Source: an optimization exercise on an open RTL-to-GDS flow (aim: small area and a short achievable clock period). Production flows keep margins and buffers that such runs may drop. No run shown here included a check of the RTL's function; only the layout flow was run. Power and IR drop assume default switching activity.

[design/flow/design.v]
package trace_pkg;
    localparam int TRACE_W   = 102;
    localparam int WDATA_LSB = 0;
    localparam int WADDR_LSB = 32;
    localparam int WENA_BIT  = 37;
    localparam int INST_LSB  = 38;
    localparam int PC_LSB    = 70;
endpackage
import trace_pkg::*;
module trace_fifo
#(
    parameter int WIDTH = TRACE_W,
    parameter int DEPTH = 16
) (
    input  logic              clk,
    input  logic [DEPTH-1:0]  we,
    input  logic [WIDTH-1:0]  wdata,
    input  logic [DEPTH-1:0]  rsel,
    output logic [WIDTH-1:0]  rdata
);
    logic [WIDTH-1:0] mem [DEPTH];
    always_ff @(posedge clk) begin
        for (int i = 0; i < DEPTH; i++) begin
            if (we[i]) begin
                mem[i] <= wdata;
            end
        end
    end
    always_comb begin
        rdata = '0;
        for (int i = 0; i < DEPTH; i++) begin
            rdata = rdata | (mem[i] & {WIDTH{rsel[i]}});
        end
    end
endmodule
import trace_pkg::*;
module cpu_trace_buffer
#(
    parameter int DEPTH       = 16,
    parameter int MAX_RECORDS = 560
) (
    input  logic        clk,
    input  logic        rst,
    input  logic        trace_en,
    input  logic [31:0] pc,
    input  logic [31:0] inst,
    input  logic        rf_wena,
    input  logic [4:0]  rf_waddr,
    input  logic [31:0] rf_wdata,
    output logic        out_valid,
    input  logic        out_ready,
    output logic [31:0] out_data,
    output logic        out_last,
    output logic        full,
    output logic        empty,
    output logic        overflow,
    output logic [15:0] drop_count,
    output logic [31:0] rec_count,
    output logic        done
);
    localparam int RW = $clog2(MAX_RECORDS + 1);
    logic               w0, w1, w2, w3;
    logic               hsel, nhold;
    logic [DEPTH-1:0]   wsel;        
    logic [DEPTH-1:0]   rsel;        
    logic [DEPTH-1:0]   we;
    logic [4:0]         occ;         
    logic [RW-1:0]      rec;
    logic [TRACE_W-1:0] entry_in;
    logic [TRACE_W-1:0] head;
    logic [69:0]        ent;         
    logic               pop, push, drop, accept;
    assign entry_in = {pc, inst, rf_wena, rf_waddr, rf_wdata};
    assign pop    = !empty && (!out_valid || (w3 && out_ready));
    assign accept = trace_en && !done;
    assign push   = accept && (!full || pop);
    assign drop   = accept && full && !pop;
    assign we = wsel & {DEPTH{!full || (w3 && out_ready)}};
    trace_fifo #(
        .WIDTH (TRACE_W),
        .DEPTH (DEPTH)
    ) u_fifo (
        .clk   (clk),
        .we    (we),
        .wdata (entry_in),
        .rsel  (rsel),
        .rdata (head)
    );
    always_ff @(posedge clk or posedge rst) begin
        if (rst) begin
            wsel <= DEPTH'(1);
            rsel <= DEPTH'(1);
            occ  <= '0;
            full  <= 1'b0;
            empty <= 1'b1;
        end else begin
            if (push) wsel <= {wsel[DEPTH-2:0], wsel[DEPTH-1]};
            if (pop)  rsel <= {rsel[DEPTH-2:0], rsel[DEPTH-1]};
            if (push && !pop) begin
                occ   <= occ + 5'd1;
                empty <= 1'b0;
                full  <= (occ == 5'(DEPTH - 1));
            end else if (pop && !push) begin
                occ   <= occ - 5'd1;
                full  <= 1'b0;
                empty <= (occ == 5'd1);
            end
        end
    end
    always_ff @(posedge clk or posedge rst) begin
        if (rst) begin
            rec        <= '0;
            done       <= 1'b0;
            overflow   <= 1'b0;
            drop_count <= '0;
        end else begin
            if (push) begin
                rec  <= rec + 1'b1;
                done <= (rec == RW'(MAX_RECORDS - 1));
            end
            if (drop) begin
                overflow <= 1'b1;
                if (drop_count != 16'hFFFF) begin
                    drop_count <= drop_count + 16'd1;
                end
            end
        end
    end
    assign rec_count = 32'(rec);
    always_ff @(posedge clk or posedge rst) begin
        if (rst) begin
            out_valid <= 1'b0;
            w0    <= 1'b0;
            w1    <= 1'b0;
            w2    <= 1'b0;
            w3    <= 1'b0;
            hsel  <= 1'b1;
            nhold <= 1'b0;
        end else begin
            if (!out_valid || (w3 && out_ready)) begin
                out_valid <= !empty;
                w0    <= !empty;
                w3    <= 1'b0;
                hsel  <= empty;
                nhold <= !empty;
            end else if (out_ready) begin
                w0    <= 1'b0;
                w1    <= w0;
                w2    <= w1;
                w3    <= w2;
                hsel  <= w2;
                nhold <= !w2;
            end
        end
    end
    assign out_last = w3;
    always_ff @(posedge clk) begin
        if (!nhold) begin
            ent <= head[69:0];
        end
    end
    always_ff @(posedge clk) begin
        if (!out_valid || out_ready) begin
            if (hsel)             out_data <= head[PC_LSB +: 32];
            else if (w0)          out_data <= ent[INST_LSB +: 32];
            else if (w1)          out_data <= {ent[WENA_BIT], 26'b0, ent[WADDR_LSB +: 5]};
            else                  out_data <= ent[WDATA_LSB +: 32];
        end
    end
endmodule
[design/flow/run.sh]
#!/bin/bash
# synth_recipe.tcl (not shown) runs the flow's synth.tcl, then flattens the netlist and writes it again
# the make line also repeats each setting of config.mk as NAME=value (left out here)
make -C /OpenROAD-flow-scripts/flow DESIGN_CONFIG=/design/flow/config.mk WORK_HOME=/design/flow/orfs CLKGATE_MAP_FILE= SYNTH_SCRIPT=/design/flow/synth_recipe.tcl finish
[design/flow/constraint.sdc]
create_clock -name core_clock -period 5.5 [get_ports {clk}]
set_input_delay 1.1000 -clock core_clock [delete_from_list [all_inputs] [get_ports {clk}]]
set_output_delay 1.1000 -clock core_clock [all_outputs]
set_load 0.01 [all_outputs]
[design/flow/config.mk]
export PLATFORM = sky130hd
export DESIGN_NAME = cpu_trace_buffer
export DESIGN_NICKNAME = cpu_trace_buffer
export VERILOG_FILES = /design/flow/design.v
export SDC_FILE = /design/flow/constraint.sdc
export NUM_CORES = 4
export LEC_CHECK = 0
export CAP_MARGIN = 20
export CORE_MARGIN = 2
export CORE_UTILIZATION = 65
export PLACE_DENSITY = 0.75
export SETUP_SLACK_MARGIN = 3.0
export SLEW_MARGIN = 20
==> out/metrics.cfg, run 1 <==
[run_status]
outcome = complete, no violations

[sta]
slew_violations = 0
min_period_ns = 2.55
hold_violations = 0
max_freq_ghz = 0.392
grt_setup_unrepaired = yes
finalCritPeriodShare_pct = 46.4
worstMarginPinSlew_ns = 1.14
fin_tns_setup_ns = 0
slew_headroom_pct = 23.8
setup_violations = 0
finClkSkew_ns = 0.0294

[cells_and_area]
finalCoreUtilization_pct = 75.4
multi_input_comb_area_um2 = 9980
regArea_um2 = 54000
final_nets = 3680
design_area_um2 = 74200
syn_to_final_growth_pct = 14.7
fillCellCount = 5249
drive_gt1_share_pct = 14.4

[placed_design]
dp_hpwl_um = 87000
placedInstanceArea_um2 = 68000
numPortBuffers = 169
gp_congestion = 0.854

[critical_path]
critPathRequiredTime_ns = 5.99
cp-end-kind = flip-flop
critical_path_arrival_ns = 3.04
endpoint = out_data[4]
path_max_fanout = 33
rrSetupSlack_ns = 2.95
max_stage_delay_ns = 0.82
path_delay_family = flip-flops
slowest_stage = dfrtp_4
crit_cells = 5
path_common_cell = o21ai_0
critPathKind = flip-flop to flip-flop
startpoint_type = flip-flop
critPathLaunch = rsel[4]
reg2reg_from = rsel[4]
r2r.worst_path.cells = 5
reg2reg_to = out_data[4]
path_cells = buf_4, a22oi_1, nand3_1, o21ai_0, o21ai_0
crit_buf_inv = 1

[yosys]
synthArstFlopShare_pct = 4.09
ys_warn_count = 3
ys_seq_elements = 1808
syn_avg_cell_area_um2 = 19.7
synth_cells = 3280
yosysTopAreaCell = edfxtp_1
synth_area_um2 = 64600
synthTopCellsByArea = edfxtp_1 (81%), a221oi_1 (4.3%), a22o_1 (4.0%)
synth_edf_count = 1734
synthDominantCellAreaShare_pct = 80.5
yosysSeqAreaShare_pct = 83.4
synth_ff_type = edfxtp_1
synthDistinctLibCells = 52

[drt]
first_pass_iters = 9
viasPerCell = 7.57
wl_um = 189000
vias = 37900
drtAntennaViolNets = 0
wl_per_cell_um = 37.7
first_iter_violations = 7053
drc = 0

[grt]
grt_pass1_wl_um = 263000
grt_pass1_vias = 36800
track_usage_pct = 36.7
grt_start_max_net_pins = 105
grt-ovfl-total = 0
antenna_found_initial = 22

[clock_tree]
root_buffer = clkbuf_16
ctsHoldBuffers = 0
cts_buffers = 171
clock_path_buffers = 3
cts_sinks = 1808
clk_latency_ns = 0.80
cts_tree = done
path_clk_slew_ns = 0.06
h-tree-depth = 4

[hold_path]
hold_start = overflow
hold_path_class = flip-flop to flip-flop

[floorplan]
ioPinCount = 192
rows = 115
initial_core_util_pct = 65.7
die-area_um2 = 102000
die_x_um = 319
die_y_um = 319
core_area_um2 = 98400

[power]
p_per_area_nw_per_um2 = 387
irDropWorstVdd_v = 0.000355
p_leak_nw = 23.9

[job]
drv_cap = 0

logic make-up after synthesis:
group           count (synthesis)  share of synthesized area (%)
compound gates                879                           11.4
simple gates                  274                           2.32
xor+xnor                       28                          0.379
fa+ha+maj                       7                          0.135
buf+inv                       239                           1.55
mux                            44                          0.751
other cells                     1                        0.00580
flops                        1808                           83.4
power breakdown:
part	internal (mW)	total (mW)	switching (mW)
clock network	6.32	11.3	4.93
logic	0.491	1.70	1.21
registers	15.5	15.7	0.256
total	22.3	28.7	6.40
metal layers:
metal	up-vias	global-route usage, %	part of all wire (%)	wire [um]
li1	14600	-	-	-
met1	19000	50.5	34	63400
met2	3723	56.5	47	87900
met3	570	8.66	15	28600
met4	16	17.0	4.7	8780
met5	-	0	0.056	105
area by class of cell:
type,instances,area share [%]
Antenna cell,11,0.0371
Inverter,9,0.0472
Timing Repair Buffer,316,4.31
Tap cell,1287,2.17
Clock buffer,225,6.15
Multi-Input combinational cell,1261,13.5
Sequential cell,1808,72.8
Clock inverter,85,1.02
state kept, by name, indices dropped and copies added, names as in the netlist, 5 cells and up:
register,cells
wsel,16
rsel,16
u_fifo.mem,1632
ent,70
drop_count,16
occ,5
out_data,32
rec,10
worst register-to-register path, delay by kind of cell, from the launching register on:
family,cells,cell delay (ns)
flops,1,0.82
compound gates,3,0.59
buf+inv,1,0.69
simple gates,1,0.15
worst min-delay path by stage:
stage / endpoint / slack, ns / depth (start not counted)
floorplan: nhold / 0.45 / 1
global placement: overflow / 0.46 / 1
detailed placement: overflow / 0.49 / 1
CTS: overflow / 0.50 / 1
global route: overflow / 0.51 / 1
finish: overflow / 0.50 / 1
cell usage after synthesis, types with 3 or more instances:
master and instances:
a22oi_1 176, xnor2_1 19, a221oi_1 320, a222oi_1 25
xor2_1 9, nand2_1 40, dfrtp_1 70, a31oi_1 25
clkbuf_1 166, ha_1 7, buf_1 31, nand3_1 43
buf_4 23, nand4_1 106, and3_1 7, inv_1 9
o21ai_0 19, nor2b_1 14, and2b_1 5, mux2_2 36
and4_1 3, a22o_1 295, buf_2 9, a21oi_1 9
nor2_1 39, edfxtp_1 1734, dfstp_2 4, nand2b_1 3
mux2i_1 8
timing repair:
action | CTS | global route
resized for setup | 287 | 17
setup endpoints to repair | 1729 | 335
buffers inserted | 62 | 9
gates cloned | 9 | 1
pin swaps | 2 | 1
placed cells by master (no fill, tap or decap), types with 8 or more instances in the layout:
master           synthesis  routed
nand4_1                106     106
mux2_2                  36      36
clkdlybuf4s50_1          0     104
conb_1                   1      22
a21oi_1                  9       9
nand3_1                 43      43
edfxtp_1              1734    1734
buf_4                   23      86
mux2i_1                  8       8
buf_12                   0      26
buf_6                    1      17
xor2_1                   9       9
buf_16                   0      11
diode_2                  0      11
dfrtp_4                  0      15
a22oi_1                176     176
nor2_1                  39      38
clkinv_2                 0      17
xnor2_1                 19      19
a222oi_1                25      25
clkinv_1                 0      42
o21ai_0                 19      19
a22o_1                 295     295
nor2b_4                  0      11
a221oi_1               320     318
clkbuf_16                0     174
dfrtp_1                 70      44
dfrtp_2                  0      11
a31oi_1                 25      25
clkbuf_1               166      48
nand2_1                 40      40
buf_2                    9      59
bufinv_16                0      10
stage by stage:
stage               hold WS, ns  power, mW  instances  worst slack [ns]
finish                    0.495       28.7       5002              2.95
global route              0.510       29.3       4999              2.93
CTS                       0.499       28.6       4981              2.93
detailed placement        0.486       17.7       4600              1.10
global placement          0.461       17.6       4600              1.18
floorplan                 0.449       16.5       3301              2.16
==> run 2, diff against run 1 <==
--- a/design/flow/design.v
+++ b/design/flow/design.v
@@ -61,9 +61,10 @@
     localparam int RW = $clog2(MAX_RECORDS + 1);
     logic               w0, w1, w2, w3;
     logic               hsel, nhold;
-    logic [DEPTH-1:0]   wsel;        
-    logic [DEPTH-1:0]   rsel;        
-    logic [DEPTH-1:0]   we;
+    localparam int SLOTS = DEPTH + 1;
+    logic [SLOTS-1:0]   wsel;        
+    logic [SLOTS-1:0]   rsel;        
+    logic [SLOTS-1:0]   we;
     logic [4:0]         occ;         
     logic [RW-1:0]      rec;
     logic [TRACE_W-1:0] entry_in;
@@ -75,10 +76,10 @@
     assign accept = trace_en && !done;
     assign push   = accept && (!full || pop);
     assign drop   = accept && full && !pop;
-    assign we = wsel & {DEPTH{!full || (w3 && out_ready)}};
+    assign we = wsel;
     trace_fifo #(
         .WIDTH (TRACE_W),
-        .DEPTH (DEPTH)
+        .DEPTH (SLOTS)
     ) u_fifo (
         .clk   (clk),
         .we    (we),
@@ -88,14 +89,14 @@
     );
     always_ff @(posedge clk or posedge rst) begin
         if (rst) begin
-            wsel <= DEPTH'(1);
-            rsel <= DEPTH'(1);
+            wsel <= SLOTS'(1);
+            rsel <= SLOTS'(1);
             occ  <= '0;
             full  <= 1'b0;
             empty <= 1'b1;
         end else begin
-            if (push) wsel <= {wsel[DEPTH-2:0], wsel[DEPTH-1]};
-            if (pop)  rsel <= {rsel[DEPTH-2:0], rsel[DEPTH-1]};
+            if (push) wsel <= {wsel[SLOTS-2:0], wsel[SLOTS-1]};
+            if (pop)  rsel <= {rsel[SLOTS-2:0], rsel[SLOTS-1]};
             if (push && !pop) begin
                 occ   <= occ + 5'd1;
                 empty <= 1'b0;
--- a/design/flow/config.mk
+++ b/design/flow/config.mk
@@ -7,7 +7,7 @@
 export LEC_CHECK = 0
 export CAP_MARGIN = 20
 export CORE_MARGIN = 2
-export CORE_UTILIZATION = 65
-export PLACE_DENSITY = 0.75
+export CORE_UTILIZATION = 45
+export PLACE_DENSITY = 0.6
 export SETUP_SLACK_MARGIN = 3.0
 export SLEW_MARGIN = 20
==> run 2 against run 1 <==
Still clean. Total power rose by 7.0%. Register-to-register slack improved by 0.04 ns. Area after synthesis rose by 5.7%. Die area rose by 52%. First-iteration DRC count down 20%. Combinational power about the same. Sequential share of layout area is 0.11 points lower. Global-route usage fell by 11 points. Clock skew shrank 0.0058 ns. Critical path depth decreased by 4. Largest cell class unchanged. Largest power group unchanged. Highest routed layer unchanged.
==> out/metrics.cfg, run 2 <==
[run_status]
outcome = complete, no violations

[clock_tree]
path_clk_slew_ns = 0.06
cts_buffers = 186
h-tree-depth = 4
cts_sinks = 1912
cts_tree = done
clock_path_buffers = 3
clk_latency_ns = 0.82
root_buffer = clkbuf_16

[drt]
drc = 0
top_layer_used = met5
vias = 38100
first_pass_iters = 6
dr_wl_met2_um = 95900
wl_met1_um = 80300
drtAntennaViolNets = 0
wl_met3_um = 21700
first_iter_violations = 5617
viasPerCell = 6.39
wl_per_cell_um = 33.9
wl_um = 203000

[placed_design]
gp_congestion = 0.768
pre_cts_ws_ns = 2.02
placedInstanceArea_um2 = 72600
numPortBuffers = 169
dp_hpwl_um = 92600

[cells_and_area]
final_nets = 3890
final_cell_mix = edfxtp_1 (1836), a22oi_1 (315), a221oi_1 (266), clkbuf_16 (191), a22o_1 (177)
drive_gt1_share_pct = 13.2
regMostFlops = u_fifo.mem
syn_to_final_growth_pct = 15.1
reg_top3 = u_fifo.mem (1734), ent (70), out_data (32)
final_common_cell = edfxtp_1
design_area_um2 = 78700
largest_reg_flops = 1734

[sta]
finClkSkew_ns = 0.0236
setup_violations = 0
grt_setup_unrepaired = yes
min_period_ns = 2.58
max_freq_ghz = 0.388
slew_headroom_pct = 19.4
finalCritPeriodShare_pct = 46.9
hold_violations = 0
fin_tns_setup_ns = 0
fin_ws_ns = 2.92
worstMarginPinSlew_ns = 1.21
slew_violations = 0

[grt]
grt_pass1_wl_um = 280000
grt-ovfl-total = 0
grt_pass1_vias = 36800
track_usage_pct = 25.5
antenna_found_initial = 35
grt_start_max_net_pins = 105

[yosys]
synth_ff_type = edfxtp_1
ys_warn_count = 3
synthDistinctLibCells = 50
syn_avg_cell_area_um2 = 19.4
synth_cells = 3528
synthTopCellsByArea = edfxtp_1 (81%), a221oi_1 (3.5%), a22oi_1 (3.5%)
synthArstFlopShare_pct = 3.97
yosysSeqAreaShare_pct = 83.5
ys_seq_elements = 1912
yosysTopAreaCell = edfxtp_1
synthDominantCellAreaShare_pct = 80.7
synth_edf_count = 1836
synth_area_um2 = 68400
synthTopCellsByCount = edfxtp_1 (1836), a22oi_1 (315), a221oi_1 (272), a22o_1 (177), nand2_1 (173)
yosysMostFrequentCell = edfxtp_1

[power]
combPwrFrac_pct = 5.6
p_leak_nw = 24.8
p_per_area_nw_per_um2 = 390
switching_share_pct = 22.2
p_total_mw = 30.7
switching_power_mw = 6.83
power_frac_clock_pct = 40.0
intPower_mw = 23.9
power_frac_seq_pct = 54.5
irDropWorstVdd_v = 0.000337

[job]
drv_cap = 0

[critical_path]
cp-end-kind = output pin
path_cells = buf_2
slowest_stage = edfxtp_1
startpoint_type = flip-flop
path_delay_family = flip-flops
critPathKind = flip-flop to output pin
path_max_fanout = 1
rrSetupSlack_ns = 2.99
critical_path_arrival_ns = 1.48
critPathRequiredTime_ns = 4.40
max_stage_delay_ns = 0.48
crit_buf_inv = 1

[floorplan]
ioPinCount = 192
die-area_um2 = 155000
die_x_um = 394
rows = 143
core_area_um2 = 151000
die_y_um = 394
initial_core_util_pct = 45.2

[hold_path]
hold_path_class = flip-flop to flip-flop

## run 2: cell types whose count changed after synthesis, sizes merged, moves of 63 or more
cell / delta
edfxtp: +102
nand4: -97
a22oi: +139
nand2: +133
buf: +63
a22o: -118
and3: +92
## run 2: power by group through the flow
stage	Clock, mW	Sequential (mW)	Combinational [mW]
floorplan	0	16.8	0.627
global placement	0	17.0	1.63
finish	12.3	16.7	1.71
detailed placement	0	17.0	1.65
global route	13.0	16.7	1.81
CTS	12.4	16.7	1.66
## run 2: metal layers
| metal | GRT usage, % | vias to the layer above |
|---|---|---|
| met1 | 35.5 | 20100 |
| met3 | 5.91 | 296 |
| met4 | 7.56 | 16 |
| met2 | 40.3 | 2260 |
| met5 | 0 | - |
| li1 | - | 15400 |
## run 2: layout make-up
class | count | area (um2)
repair buffers | 275 | 2690
diodes | 13 | 32.5
well taps | 2030 | 2540
inverters | 10 | 50.0
flip-flops and latches | 1912 | 57200
repair inverters | 1 | 5.00
fillers | 12000 | 72700
clock inverters | 91 | 785
clock buffers | 245 | 5000
multi-input cells | 1391 | 10400
## run 2: final timing paths
kind | from | to | cells after the start
max | out_data[1] | out_data[1] | 1
min | overflow | overflow | 1
max reg2reg | w0 | out_data[5] | 5
min reg2reg | overflow | overflow | 1
max in group asynchronous | rst | rsel[14] | 3
min in group asynchronous | rst | overflow | 2
## run 2: cells by family after synthesis
kind of cell	Yosys count	share of synthesized area (%)
adder cells (fa/ha/maj)	7	0.128
flip-flops	1912	83.5
multiplexers	35	0.577
other	1	0.00549
buffers and inverters	246	1.57
XOR/XNOR	27	0.346
AO/OA/AOI/OAI	892	11.0
AND/OR/NAND/NOR	408	2.95
## run 2: through the flow
| stage | instances | hold WS (ns) | util, % |
|---|---|---|---|
| 2_1_floorplan | 3549 | 0.449 | - |
| 3_3_place_gp | 5575 | 0.469 | 47.9 |
| 3_5_place_dp | 5575 | 0.465 | 47.9 |
| 4_1_cts | 5948 | 0.478 | 51.8 |
| 5_1_grt | 5964 | 0.500 | 52.0 |
| 6_report | 5968 | 0.473 | 52.0 |
## run 2: timing repair
action	in CTS	in global routing
hold buffers	0	0
pin swaps	1	1
setup endpoints to repair	82	41
setup buffers	36	7
cloned	1	0
gates resized for setup	284	16

afterwards: timing with drivers on the ports:
How much do the figures lean on ideal ports? The routed layouts below were timed once more, with nothing changed but the port constraints.
Step 1 (the two cells are an assumption about what drives the block):
set clk [get_ports {clk}]
set_driving_cell -lib_cell sky130_fd_sc_hd__clkbuf_16 $clk
set_driving_cell -lib_cell sky130_fd_sc_hd__buf_2 [delete_from_list [all_inputs] $clk]
Step 2 times the ports against the registers' clock, not the clock port: input delays grow and output delays shrink by t, the midpoint of the rising clock arrivals with the driver on.
Three values: ideal, step 1, step 2; two values: the first two.
run	t, ns	setup WS [ns]	worst setup path at the end	pins driven straight from the clock port
run 1	0.849	2.949 / 2.900 / 2.250	input to register	1
run 2	0.891	2.920 / 2.833 / 2.266	input to register	1
After both steps every run listed still meets setup and hold. For run 1, which loses most, drivers alone change the setup slack by -0.049 ns; drivers and shift together by -0.699 ns.
